Context: an optimization exercise on an open-source flow, tuned for small area, a short achievable clock period and few clock cycles. The choices shown serve that exercise and are no tape-out recipe.
At most, simulation tests tie the RTL to the original design; equivalence was not proved.
Power is estimated from default activity; no workload was simulated.

Setup of oak:
// icache_ctrl
module icache_ctrl #(
  parameter int unsigned LINES       = 16,
  parameter int unsigned MEM_LATENCY = 1
) (
  input  logic         clk,
  input  logic         reset,
  input  logic         pc_valid,
  input  logic [31:0]  pc,
  input  logic         flush,
  output logic [31:0]  inst,
  output logic         inst_valid,
  output logic         stall,
  output logic [31:0]  mem_address,
  input  logic [127:0] mem_dataline,
  output logic [31:0]  hit_count,
  output logic [31:0]  miss_count
);
export LEC_CHECK = 0
export CAP_MARGIN = 20
export CORE_MARGIN = 2
export CORE_UTILIZATION = 40
export SETUP_SLACK_MARGIN = 2.0
export SLEW_MARGIN = 20
export SYNTH_HIERARCHICAL = 1
create_clock -name core_clock -period 6.0 [get_ports {clk}]
standard.sh (not shown) runs the stock make flow with config.mk's settings and CLKGATE_MAP_FILE= SYNTH_SCRIPT=/design/flow/synth_recipe.tcl, a recipe that flattens the netlist after the stock synthesis.
==> flow/flow/run.sh <==
#!/bin/bash
# Own layout flow: the standard synthesis unchanged, then the standard ORFS
# layout with sizing not tied to cell footprints, minimum-size port buffers,
# and a clock tree of smaller buffers without dummy loads.
set -euo pipefail
cd "$(dirname "$0")/.."
bash standard.sh synth > synth.log 2>&1
bash standard.sh \
  MATCH_CELL_FOOTPRINT=0 \
  "BUFFER_PORTS_ARGS=-buffer_cell sky130_fd_sc_hd__buf_1" \
  "CTS_ARGS=-sink_clustering_enable -repair_clock_nets -dont_use_dummy_load -buf_list sky130_fd_sc_hd__clkbuf_16 -sink_clustering_size 22 -sink_clustering_max_diameter 80" \
  finish > layout.log 2>&1
In summary, oak completed successfully, with a layout that passed the timing, design-rule and antenna checks.
The following lists how pine was set up differently from oak:
- changing SETUP_SLACK_MARGIN from 2.0 to 2.4
[summary]
Against oak as the reference, pine delivers a higher area added between synthesis and finish.
oak -> pine: cell count after synthesis delta 0, exact match
Looking only at clock network latency to the later pin of the worst-skew pair, and setting everything else aside, the higher value of oak and pine goes to pine.
Compared to oak, pine leaves less free space in the core.
| share of the clock period used by the worst path after layout | higher: oak |
pine — upper clock frequency limit 0.0016 GHz higher, oak as reference
Compared with oak, in pine highest ir drop seen on vdd went up 6.1%; combinational cell fraction of total power went up 1.9 points.
The time the worst path needs with I/O delays and setup of pine was superior to that of oak.
Relative to oak, violation count after the first detailed-routing iteration increased by 327 in pine.
No run of this note included a check of the RTL's function; only the layout flow was run.

---

The RTL this note starts from:
==> flow/design.v <==
module icache_ctrl #(
  parameter int unsigned LINES       = 16,
  parameter int unsigned MEM_LATENCY = 1
) (
  input  logic         clk,
  input  logic         reset,
  input  logic         pc_valid,
  input  logic [31:0]  pc,
  input  logic         flush,
  output logic [31:0]  inst,
  output logic         inst_valid,
  output logic         stall,
  output logic [31:0]  mem_address,
  input  logic [127:0] mem_dataline,
  output logic [31:0]  hit_count,
  output logic [31:0]  miss_count
);
  localparam int unsigned IDX   = $clog2(LINES);
  localparam int unsigned TAG_W = 28 - IDX;
  logic [27:0]        buf_line_q;     
  logic               buf_ok_q;       
  logic               cont_q;         
  logic               first_q;        
  logic               idx_eq_q;       
  logic               tag_miss_q;     
  logic [IDX:0]       carry;          
  logic [6:0]         line_ne;
  logic               buf_hit;
  logic               hit_en;
  logic               stall_en;
  logic               stall_hit;
  logic               served;
  logic               idx_eq;
  logic               next_lo;
  logic               lo_en;
  logic               idx_ne;
  logic               req;
  logic               start;
  logic [31:0]        hit_count_q;
  logic [31:0]        miss_count_q;
  logic               miss_add_q;
  logic [32:0]        hit_carry;
  logic [32:0]        miss_carry;
  logic [31:0]        miss_sum;
  logic [LINES-1:0]   valid_q;
  logic [TAG_W-1:0]   tag_q [LINES];
  logic [IDX-1:0]     buf_idx;
  logic [TAG_W-1:0]   buf_tag;
  logic [TAG_W-1:0]   slot_tag;
  logic               slot_valid;
  logic [LINES-1:0]   idx_oh;         
  logic [3:0]         word_oh;        
  logic               buf_present;
  logic               pc_present;
  logic               new_miss;
  logic               fill;
  logic               fill_q;         
  logic               fill_same_q;    
  logic [IDX-1:0]     fill_idx;       
  assign req     = pc_valid && !flush && !reset;
  assign start   = req && !cont_q;
  for (genvar g = 0; g < 7; g++) begin : g_line_ne
    icache_ctrl_ne4 u_ne (.a(pc[4+4*g +: 4]), .b(buf_line_q[4*g +: 4]), .ne(line_ne[g]));
  end
  assign hit_en  = buf_ok_q && pc_valid && !flush && !reset;
  assign stall_en = buf_ok_q && !flush;
  icache_ctrl_match u_match_iv (.ne(line_ne), .en(hit_en),   .match(inst_valid));
  icache_ctrl_match u_match_st (.ne(line_ne), .en(stall_en), .match(stall_hit));
  icache_ctrl_match u_match    (.ne(line_ne), .en(buf_ok_q), .match(buf_hit));
  assign stall      = pc_valid && !reset && !stall_hit;
  assign served     = req && buf_hit;         
  icache_ctrl_prefix #(IDX) u_carry (.a(buf_line_q[IDX-1:0]), .p(carry));
  icache_ctrl_ne4 u_idx_ne (.a(pc[3+IDX:4]), .b(buf_line_q[IDX-1:0]), .ne(idx_ne));
  assign idx_eq  = !idx_ne;
  assign lo_en   = buf_ok_q && pc[3] && pc[2] && !carry[IDX];
  icache_ctrl_nor2 u_next_lo (.a(idx_ne), .b(!lo_en), .y(next_lo));
  always_comb begin
    mem_address[3:0] = 4'b0000;
    for (int i = 0; i < IDX; i++)
      mem_address[4+i] = pc[4+i] ^ (next_lo && carry[i]);
    mem_address[31:4+IDX] = pc[31:4+IDX];
  end
  assign buf_idx     = buf_line_q[IDX-1:0];
  assign buf_tag     = buf_line_q[27:IDX];
  for (genvar j = 0; j < LINES; j++) begin : g_idx_oh
    assign idx_oh[j] = (buf_idx == IDX'(j));
  end
  for (genvar b = 0; b < TAG_W; b++) begin : g_slot
    logic [LINES-1:0] col;
    for (genvar j = 0; j < LINES; j++) begin : g_col
      assign col[j] = tag_q[j][b];
    end
    icache_ctrl_sel16 u_sel (.sel(idx_oh), .d(col), .y(slot_tag[b]));
  end
  icache_ctrl_sel16 u_sel_valid (.sel(idx_oh), .d(valid_q), .y(slot_valid));
  assign buf_present = fill_same_q || (slot_valid && (slot_tag == buf_tag));
  assign pc_present  = fill_same_q ? !(|line_ne[6:1])
                                   : (slot_valid && (slot_tag == pc[31:4+IDX]));
  assign new_miss = (start && buf_hit && !buf_present) ||
                    (first_q && (idx_eq_q ? tag_miss_q : !buf_present));
  assign fill = served && !buf_present;
  assign fill_idx = fill_same_q ? buf_idx : buf_idx - IDX'(1);
  icache_ctrl_prefix #(32) u_hit_carry  (.a(hit_count_q),  .p(hit_carry));
  icache_ctrl_prefix #(32) u_miss_carry (.a(miss_count_q), .p(miss_carry));
  assign miss_sum = miss_count_q ^ ({32{miss_add_q && !miss_carry[32]}} & miss_carry[31:0]);
  assign hit_count  = hit_count_q;
  assign miss_count = miss_sum;
  for (genvar w = 0; w < 4; w++) begin : g_word_oh
    assign word_oh[w] = (pc[3:2] == 2'(w));
  end
  for (genvar b = 0; b < 32; b++) begin : g_inst
    icache_ctrl_sel4 u_sel (.sel(word_oh),
                            .d({mem_dataline[b], mem_dataline[32+b], mem_dataline[64+b],
                                mem_dataline[96+b]}),
                            .y(inst[b]));
  end
  always_ff @(posedge clk or posedge reset) begin
    if (reset) begin
      buf_ok_q     <= 1'b0;
      cont_q       <= 1'b0;
      first_q      <= 1'b0;
      hit_count_q  <= 32'h0;
      miss_count_q <= 32'h0;
      miss_add_q   <= 1'b0;
      valid_q      <= '0;
      fill_q       <= 1'b0;
      fill_same_q  <= 1'b0;
    end else begin
      buf_ok_q <= !flush;
      cont_q   <= req && !buf_hit;
      first_q  <= start && !buf_hit;
      hit_count_q  <= hit_count_q ^ ({32{served && !hit_carry[32]}} & hit_carry[31:0]);
      miss_add_q   <= new_miss;
      miss_count_q <= miss_sum;
      fill_q <= fill;
      fill_same_q <= fill && !(pc[3] && pc[2] && !carry[IDX]);
      if (flush)
        valid_q <= '0;
      else if (fill_q)
        valid_q[fill_idx] <= 1'b1;
    end
  end
  always_ff @(posedge clk) begin
    buf_line_q <= mem_address[31:4];
    idx_eq_q   <= idx_eq;
    tag_miss_q <= !pc_present;
    if (fill_q)
      tag_q[fill_idx] <= buf_tag;
  end
endmodule
module icache_ctrl_prefix #(
  parameter int unsigned N = 28
) (
  input  logic [N-1:0] a,
  output logic [N:0]   p
);
  localparam int unsigned G = (N + 3) / 4;
  logic [G-1:0] grp;        
  logic [G:0]   below;      
  for (genvar k = 0; k < G; k++) begin : g_grp
    localparam int unsigned W = (4*k + 4 <= N) ? 4 : N - 4*k;
    icache_ctrl_and #(W) u_g (.a(a[4*k +: W]), .y(grp[k]));
  end
  for (genvar k = 0; k <= G; k++) begin : g_below
    if (k == 0) begin : g_none
      assign below[k] = 1'b1;
    end else if (k == 1) begin : g_one
      assign below[k] = grp[0];
    end else if (k <= 4) begin : g_low
      icache_ctrl_and #(k) u_b (.a(grp[k-1:0]), .y(below[k]));
    end else begin : g_high
      logic high;
      if (k == 5) begin : g_h1
        assign high = grp[4];
      end else begin : g_hn
        icache_ctrl_and #(k-4) u_h (.a(grp[k-1:4]), .y(high));
      end
      icache_ctrl_and #(2) u_b (.a({below[4], high}), .y(below[k]));
    end
  end
  for (genvar i = 0; i <= N; i++) begin : g_p
    if (i % 4 == 0) begin : g_whole
      assign p[i] = below[i/4];
    end else if (i < 4) begin : g_first
      icache_ctrl_and #(i) u_p (.a(a[i-1:0]), .y(p[i]));
    end else begin : g_part
      icache_ctrl_and #(i % 4 + 1) u_p (.a({below[i/4], a[i-1:i-i%4]}), .y(p[i]));
    end
  end
endmodule
module icache_ctrl_and #(
  parameter int unsigned N = 2
) (
  input  logic [N-1:0] a,
  output logic         y
);
  assign y = &a;
endmodule
module icache_ctrl_ne4 (
  input  logic [3:0] a,
  input  logic [3:0] b,
  output logic       ne
);
  assign ne = (a != b);
endmodule
module icache_ctrl_match (
  input  logic [6:0] ne,
  input  logic       en,
  output logic       match
);
  logic [3:0] none;
  icache_ctrl_nor2 u_n0 (.a(ne[0]), .b(ne[1]), .y(none[0]));
  icache_ctrl_nor2 u_n1 (.a(ne[2]), .b(ne[3]), .y(none[1]));
  icache_ctrl_nor2 u_n2 (.a(ne[4]), .b(ne[5]), .y(none[2]));
  icache_ctrl_nor2 u_n3 (.a(ne[6]), .b(!en),   .y(none[3]));
  icache_ctrl_and4 u_a  (.a(none), .y(match));
endmodule
module icache_ctrl_nor2 (
  input  logic a,
  input  logic b,
  output logic y
);
  assign y = !(a || b);
endmodule
module icache_ctrl_and4 (
  input  logic [3:0] a,
  output logic       y
);
  assign y = &a;
endmodule
module icache_ctrl_sel16 (
  input  logic [15:0] sel,
  input  logic [15:0] d,
  output logic        y
);
  assign y = |(sel & d);
endmodule
module icache_ctrl_sel4 (
  input  logic [3:0] sel,
  input  logic [3:0] d,
  output logic       y
);
  assign y = |(sel & d);
endmodule
Settings: LEC_CHECK=0, CAP_MARGIN=20, CORE_MARGIN=2, CORE_UTILIZATION=40, SETUP_SLACK_MARGIN=2.3, SLEW_MARGIN=20, SYNTH_HIERARCHICAL=1; clock period 6.0 ns.
==> flow/flow/run.sh <==
#!/bin/bash
# Own layout flow: the standard synthesis unchanged, then the standard ORFS
# layout with sizing not tied to cell footprints, minimum-size port buffers,
# and a clock tree of smaller buffers without dummy loads.
set -euo pipefail
cd "$(dirname "$0")/.."
bash standard.sh synth > synth.log 2>&1
bash standard.sh \
  MATCH_CELL_FOOTPRINT=0 \
  "BUFFER_PORTS_ARGS=-buffer_cell sky130_fd_sc_hd__buf_1" \
  "CTS_ARGS=-sink_clustering_enable -repair_clock_nets -dont_use_dummy_load -buf_list sky130_fd_sc_hd__clkbuf_16 -sink_clustering_size 26 -sink_clustering_max_diameter 90" \
  finish > layout.log 2>&1
The first run passed the timing, design-rule and antenna checks.
Testbench counts at the start, summed over its fixed seeds: cycles 37,210.
Change:
--- a/flow/config.mk
+++ b/flow/config.mk
@@ -9,5 +9,5 @@
 export CORE_MARGIN = 2
 export CORE_UTILIZATION = 40
-export SETUP_SLACK_MARGIN = 2.3
+export SETUP_SLACK_MARGIN = 2.5
 export SLEW_MARGIN = 20
 export SYNTH_HIERARCHICAL = 1
- setup slack gains 0.0046 ns
- cell area increases by a few percent
- clock-buffer cell count is unchanged
- critical path depth is higher by 1
- synthesized cell count is unchanged
- utilization grows by 2.8 points
- worst hold slack is better by 0.010 ns
- cell count grows by a few percent
- sequential power barely changes
- wire length rose by roughly a tenth
Change:
--- a/flow/config.mk
+++ b/flow/config.mk
@@ -9,5 +9,5 @@
 export CORE_MARGIN = 2
 export CORE_UTILIZATION = 40
-export SETUP_SLACK_MARGIN = 2.5
+export SETUP_SLACK_MARGIN = 2.4
 export SLEW_MARGIN = 20
 export SYNTH_HIERARCHICAL = 1
Effect: Final cell count went down by about 1.7%. Synthesized area is unchanged. Non-clock buffer count went down by 42. Clock power is about the same. Setup slack is better by 0.067 ns.

---

## run A
icache_ctrl, a different RTL version from the one above (not shown whole).
Size in the first run: about 1,300 cells after synthesis, roughly 500 flip-flops, roughly 0.021 mm^2 of cells after synthesis.
clock: 6.0 ns
lec_check: 0
cap_margin: 20
core_margin: 2
core_utilization: 40
setup_slack_margin: 2.1
slew_margin: 20
synth_hierarchical: 1
Scripts as last shown in full above: flow/flow/run.sh
For run B, these inputs were changed with respect to run A:
Settings: SETUP_SLACK_MARGIN now 2.5, was 2.1.
Results
Run B against run A; detailed-route wire length is up by a few percent.
Going from run A to run B, static leakage up about 16%, layout net count up 3.8%, half-perimeter wire length after detailed placement up 5.5%, global-route wire length before repair up about 3.6%.
The global-route usage of run B exceeds that of run A by 0.83 points.
Looking at number of global-route vias before repair, run B sits 2.3% above run A.
Compared with run A, run B shows final instance count without filler cells that has gone up by a few percent.
Power deteriorates in run B relative to run A.
No run of this note included a check of the RTL's function; only the layout flow was run.

---

Setup of the previous run:
Another version of the RTL of icache_ctrl (not shown whole).
Size in the first run: ~290 I/O pins, roughly 22000 sq um of cells after synthesis.
## icache_ctrl
module icache_ctrl #(
  parameter int unsigned LINES       = 16,
  parameter int unsigned MEM_LATENCY = 1
) (
  input  logic         clk,
  input  logic         reset,
  input  logic         pc_valid,
  input  logic [31:0]  pc,
  input  logic         flush,
  output logic [31:0]  inst,
  output logic         inst_valid,
  output logic         stall,
  output logic [31:0]  mem_address,
  input  logic [127:0] mem_dataline,
  output logic [31:0]  hit_count,
  output logic [31:0]  miss_count
);
Settings: LEC_CHECK=0, CAP_MARGIN=20, CORE_MARGIN=2, CORE_UTILIZATION=40, SETUP_SLACK_MARGIN=2.6, SLEW_MARGIN=20, SYNTH_HIERARCHICAL=1; clock period 6.0 ns.
==> flow/flow/run.sh <==
#!/bin/bash
# Own layout flow: the standard synthesis unchanged, then the standard ORFS
# layout with sizing not tied to cell footprints, minimum-size port buffers,
# and a clock tree of smaller buffers without dummy loads.
set -euo pipefail
cd "$(dirname "$0")/.."
bash standard.sh synth > synth.log 2>&1
bash standard.sh \
  MATCH_CELL_FOOTPRINT=0 \
  "BUFFER_PORTS_ARGS=-buffer_cell sky130_fd_sc_hd__buf_1" \
  "CTS_ARGS=-sink_clustering_enable -repair_clock_nets -dont_use_dummy_load -buf_list sky130_fd_sc_hd__clkbuf_16 -sink_clustering_size 22 -sink_clustering_max_diameter 80" \
  finish > layout.log 2>&1
Testbench counts of the previous run, summed over its fixed seeds: cycles 36,683.
Input changes introduced in the current run (baseline for comparison: the previous run):
- a change of SETUP_SLACK_MARGIN from 2.6 to 2.3
--- a/flow/flow/run.sh
+++ b/flow/flow/run.sh
@@ -10,3 +10,3 @@
   "BUFFER_PORTS_ARGS=-buffer_cell sky130_fd_sc_hd__buf_1" \
-  "CTS_ARGS=-sink_clustering_enable -repair_clock_nets -dont_use_dummy_load -buf_list sky130_fd_sc_hd__clkbuf_16 -sink_clustering_size 22 -sink_clustering_max_diameter 80" \
+  "CTS_ARGS=-sink_clustering_enable -repair_clock_nets -dont_use_dummy_load -buf_list sky130_fd_sc_hd__clkbuf_16 -sink_clustering_size 26 -sink_clustering_max_diameter 90" \
   finish > layout.log 2>&1
Results
The current run went all the way through the flow, and no timing, DRC or antenna check failed. Of the previous run and the current run, the run reporting the lower cell area was the current run. The previous run has a higher post-route total power than the current run. When the current run is set beside the previous run, its part of the total power dissipated in the clock network turns out to be 0.8 points smaller. The previous run has a lower sequential cell fraction of total power than the current run. Number of detailed-route iterations in the first pass delta (the previous run -> the current run): insignificant.

static timing again, ports no longer ideal:
Ports are ideal in the flow. The routed layouts listed here were re-timed in OpenROAD. Step 1 sets driving cells, clkbuf_16 on the clock port and buf_2 on the other inputs (assumed; they add their load-dependent delay and slew). Step 2, shift: input delay + t, output delay - t, t = (earliest + latest rising clock arrival at the registers) / 2. This alone moves slack from input paths to output paths. Slacks: ideal ports / drivers / drivers and shift; pairs: ideal ports / drivers.
run | t (ns) | slack for setup (ns) | slew at the worst register clock pin (ns) | worst slew at a driven data input, ns | pins driven straight from the clock port
oak | 0.655 | 1.997 / 1.989 / 1.465 | 0.10 / 0.10 | 0.16 | 1
pine | 0.648 | 2.022 / 1.954 / 1.822 | 0.09 / 0.09 | 0.14 | 1
the first run of note 2 | 0.602 | 2.338 / 2.297 / 2.286 | 0.11 / 0.11 | 0.09 | 1
the second run of note 2 | 0.608 | 2.342 / 2.290 / 1.952 | 0.11 / 0.11 | 0.13 | 1
the third run of note 2 | 0.605 | 2.410 / 2.364 / 2.364 | 0.11 / 0.11 | 0.09 | 1
run A | 0.609 | 2.137 / 2.120 / 2.120 | 0.10 / 0.10 | 0.12 | 1
run B | 0.617 | 2.448 / 2.391 / 2.391 | 0.11 / 0.11 | 0.16 | 1
the previous run | 0.649 | 2.437 / 2.308 / 1.920 | 0.09 / 0.09 | 0.18 | 1
the current run | 0.619 | 2.335 / 2.270 / 2.270 | 0.11 / 0.11 | 0.11 | 1
After both steps setup and hold are still met in every run listed. The setup slack of oak, which loses most, moves by -0.008 ns with the drivers and by -0.532 ns with both steps.
